Source: an optimization exercise on an open RTL-to-GDS flow (aim: small area). Production flows keep margins and buffers that such runs may drop.
In this exercise RTL edits were held to simulation tests only and were not proved equivalent to the original.
Power figures rest on the tool's default switching activity, not on a simulated workload.

== v37 ==
==> flow/design.v <==
`timescale 1ns/1ps
`default_nettype none
module results_accel (
    input  wire        clk,
    input  wire        rst,
    input  wire        i_lane0_valid,
    input  wire [31:0] i_lane0_query_id,
    input  wire [31:0] i_lane0_ref_id,
    input  wire [31:0] i_lane0_min_val,
    input  wire [31:0] i_lane0_position,
    input  wire        i_lane1_valid,
    input  wire [31:0] i_lane1_query_id,
    input  wire [31:0] i_lane1_ref_id,
    input  wire [31:0] i_lane1_min_val,
    input  wire [31:0] i_lane1_position,
    input  wire [31:0] i_seg_target0,
    input  wire [31:0] i_seg_target1,
    input  wire        i_tx_results,
    output wire        o_query_next,
    output wire        o_tvalid,
    input  wire        i_tready,
    output wire [31:0] o_tdata,
    output wire        o_tlast
);
    logic [127:0] rec0, rec1;
    assign rec0 = {i_lane0_query_id, i_lane0_ref_id, i_lane0_min_val, i_lane0_position};
    assign rec1 = {i_lane1_query_id, i_lane1_ref_id, i_lane1_min_val, i_lane1_position};
    logic [2:0]  slot0, slot1;
    logic [15:0] seg0, seg1;
    logic        batch_done;
    logic        end0, end1;
    assign batch_done   = (seg0 == i_seg_target0[15:0]) && (seg1 == i_seg_target1[15:0]);
    assign o_query_next = batch_done;
    assign end0 = i_lane0_valid && (slot0 == 3'd7);
    assign end1 = i_lane1_valid && (slot1 == 3'd7);
    always_ff @(posedge clk) begin
        if (rst) begin
            slot0 <= '0;
            slot1 <= '0;
            seg0  <= '0;
            seg1  <= '0;
        end else begin
            if (i_lane0_valid) slot0 <= slot0 + 1'b1;
            if (i_lane1_valid) slot1 <= slot1 + 1'b1;
            if (batch_done)    seg0 <= {15'd0, end0};
            else if (end0)     seg0 <= seg0 + 1'b1;
            if (batch_done)    seg1 <= {15'd0, end1};
            else if (end1)     seg1 <= seg1 + 1'b1;
        end
    end
    logic [1023:0] best;
    logic [7:0]    has;       
    logic [7:0]    from0;     
    logic [31:0]   cur0, cur1;
    logic          lt0, lt1, le1, l0_lt_l1;
    assign cur0     = best[slot0*128 + 32 +: 32];
    assign cur1     = best[slot1*128 + 32 +: 32];
    assign lt0      = i_lane0_min_val < cur0;
    assign lt1      = i_lane1_min_val < cur1;
    assign le1      = i_lane1_min_val <= cur1;
    assign l0_lt_l1 = i_lane0_min_val < i_lane1_min_val;
    logic [7:0] we, sel1;
    always_comb begin
        for (int s = 0; s < 8; s++) begin
            logic w0, w1, h, beat0, beat1;
            w0    = i_lane0_valid && (slot0 == 3'(s));
            w1    = i_lane1_valid && (slot1 == 3'(s));
            h     = has[s] && !batch_done;
            beat0 = !h || lt0;
            beat1 = !h || (from0[s] ? le1 : lt1);
            sel1[s] = w1 && !(w0 && l0_lt_l1);
            we[s]   = sel1[s] ? beat1 : (w0 && beat0);
        end
    end
    always_ff @(posedge clk) begin
        for (int s = 0; s < 8; s++) begin
            if (we[s]) begin
                best[s*128 +: 128] <= sel1[s] ? rec1 : rec0;
            end
        end
    end
    always_ff @(posedge clk) begin
        if (rst) begin
            has   <= '0;
            from0 <= '0;
        end else begin
            for (int s = 0; s < 8; s++) begin
                has[s] <= (has[s] && !batch_done) || we[s];
                if (we[s]) from0[s] <= !sel1[s];
            end
        end
    end
    logic [1023:0] snap;
    always_ff @(posedge clk) begin
        if (batch_done) snap <= best;
    end
    logic result_ready, tx_req, tx_start, fire;
    logic sending;
    logic [4:0] wr_idx, rd_idx, fill;
    logic push, pop;
    assign fire = result_ready && tx_req;
    assign fill     = wr_idx - rd_idx;
    assign push     = sending && !fill[2];
    assign o_tvalid = (wr_idx != rd_idx);
    assign pop      = o_tvalid && i_tready;
    always_ff @(posedge clk) begin
        if (rst) begin
            result_ready <= 1'b0;
            tx_req       <= 1'b0;
            tx_start     <= 1'b0;
            sending      <= 1'b0;
            wr_idx       <= '0;
            rd_idx       <= '0;
        end else begin
            result_ready <= (result_ready && !fire) || batch_done;
            tx_req       <= (tx_req && !fire) || i_tx_results;
            tx_start     <= fire;
            if (tx_start) sending <= 1'b1;
            if (push) begin
                wr_idx <= wr_idx + 1'b1;
                if (wr_idx == 5'd31) sending <= 1'b0;
            end
            if (pop) rd_idx <= rd_idx + 1'b1;
        end
    end
    logic [127:0] out_rec;
    assign out_rec = snap[rd_idx[4:2]*128 +: 128];
    assign o_tdata = out_rec[(3 - rd_idx[1:0])*32 +: 32];
    assign o_tlast = (rd_idx == 5'd31);
endmodule
`default_nettype wire
clock: 10.0 ns
lec_check: 0
cap_margin: 20
core_margin: 2
core_utilization: 40
slew_margin: 20
run.sh (not shown) runs the stock make flow with config.mk's settings and CLKGATE_MAP_FILE= SYNTH_SCRIPT=/design/flow/synth_recipe.tcl, a recipe that flattens the netlist after the stock synthesis.
Input-level comparison between v27 and v37:
diff --git a/flow/design.v b/flow/design.v
--- a/flow/design.v
+++ b/flow/design.v
@@ -70,15 +70,19 @@
             beat1 = !h || (from0[s] ? le1 : lt1);
             sel1[s] = w1 && !(w0 && l0_lt_l1);
             we[s]   = sel1[s] ? beat1 : (w0 && beat0);
         end
     end
+    logic [7:0] take0, take1, keep;
+    assign take0 = we & ~sel1;
+    assign take1 = we & sel1;
+    assign keep  = ~we;
     always_ff @(posedge clk) begin
         for (int s = 0; s < 8; s++) begin
-            if (we[s]) begin
-                best[s*128 +: 128] <= sel1[s] ? rec1 : rec0;
-            end
+            best[s*128 +: 128] <= ({128{keep[s]}}  & best[s*128 +: 128]) |
+                                  ({128{take0[s]}} & rec0) |
+                                  ({128{take1[s]}} & rec1);
         end
     end
     always_ff @(posedge clk) begin
         if (rst) begin
             has   <= '0;
@@ -88,18 +92,31 @@
                 has[s] <= (has[s] && !batch_done) || we[s];
                 if (we[s]) from0[s] <= !sel1[s];
             end
         end
     end
-    logic [1023:0] snap;
+    logic [31:0] snap [32];
+    logic [31:0] beat_of [32];
+    logic        cap, shift, hold;
+    logic        push, pop;
+    always_comb begin
+        for (int k = 0; k < 32; k++) begin
+            beat_of[k] = best[(k/4)*128 + (3 - k%4)*32 +: 32];
+        end
+    end
+    assign cap   = batch_done;
+    assign shift = pop && !batch_done;
+    assign hold  = !pop && !batch_done;
     always_ff @(posedge clk) begin
-        if (batch_done) snap <= best;
+        for (int k = 0; k < 31; k++) begin
+            snap[k] <= ({32{cap}} & beat_of[k]) | ({32{shift}} & snap[k+1]) | ({32{hold}} & snap[k]);
+        end
+        snap[31] <= ({32{cap}} & beat_of[31]) | ({32{!cap}} & snap[31]);
     end
     logic result_ready, tx_req, tx_start, fire;
     logic sending;
     logic [4:0] wr_idx, rd_idx, fill;
-    logic push, pop;
     assign fire = result_ready && tx_req;
     assign fill     = wr_idx - rd_idx;
     assign push     = sending && !fill[2];
     assign o_tvalid = (wr_idx != rd_idx);
     assign pop      = o_tvalid && i_tready;
@@ -121,11 +138,9 @@
                 if (wr_idx == 5'd31) sending <= 1'b0;
             end
             if (pop) rd_idx <= rd_idx + 1'b1;
         end
     end
-    logic [127:0] out_rec;
-    assign out_rec = snap[rd_idx[4:2]*128 +: 128];
-    assign o_tdata = out_rec[(3 - rd_idx[1:0])*32 +: 32];
+    assign o_tdata = snap[0];
     assign o_tlast = (rd_idx == 5'd31);
 endmodule
 `default_nettype wire
Results
- v27 ended with more met3 track utilization from global routing than v37.
- Power: v27 vs v37 up 20%
- Compared to v37, v27 has worst hold slack after final layout 0.034 ns higher.
- Cell area was lower in the run labelled v27.
- v27 vs v37, instance count: v27 higher
- Delta(die footprint, v27 - v37) < 0
- Proportion of synthesized chip area in sequential cells for v27 is lower than for v37.
- v27 vs v37: number of placement rows down
- Taking v37 over v27, the wire length per cell ratio works out to 1.15.
- When the final numbers for v27 and v37 were put side by side, the clock network fraction of design power turned out to be smaller in v27.

[re-timing with driven ports]
In the flow no input, the clock included, has a driving cell. The finished layouts below were timed again as built, in two steps.
Step 1 assumes that a clkbuf_16 drives the clock port and a buf_2 every other input.
Step 2, shift: input delay + t, output delay - t, t = (earliest + latest rising clock arrival at the registers) / 2. This alone moves slack from input paths to output paths.
Three values: ideal, step 1, step 2; two values: the first two.
| run | shift t [ns] | setup WS [ns] | latest minus earliest clock arrival (ns) | cell pins on the clock port's net |
|---|---|---|---|---|
| v37 | 0.949 | 2.811 / 2.777 / 1.828 | 0.058 / 0.058 | 1 |
| v27 | 0.950 | 2.854 / 2.854 / 2.040 | 0.086 / 0.086 | 1 |
After both steps setup and hold are still met in every run listed. The setup slack of v37, which loses most, moves by -0.034 ns with the drivers and by -0.983 ns with both steps.
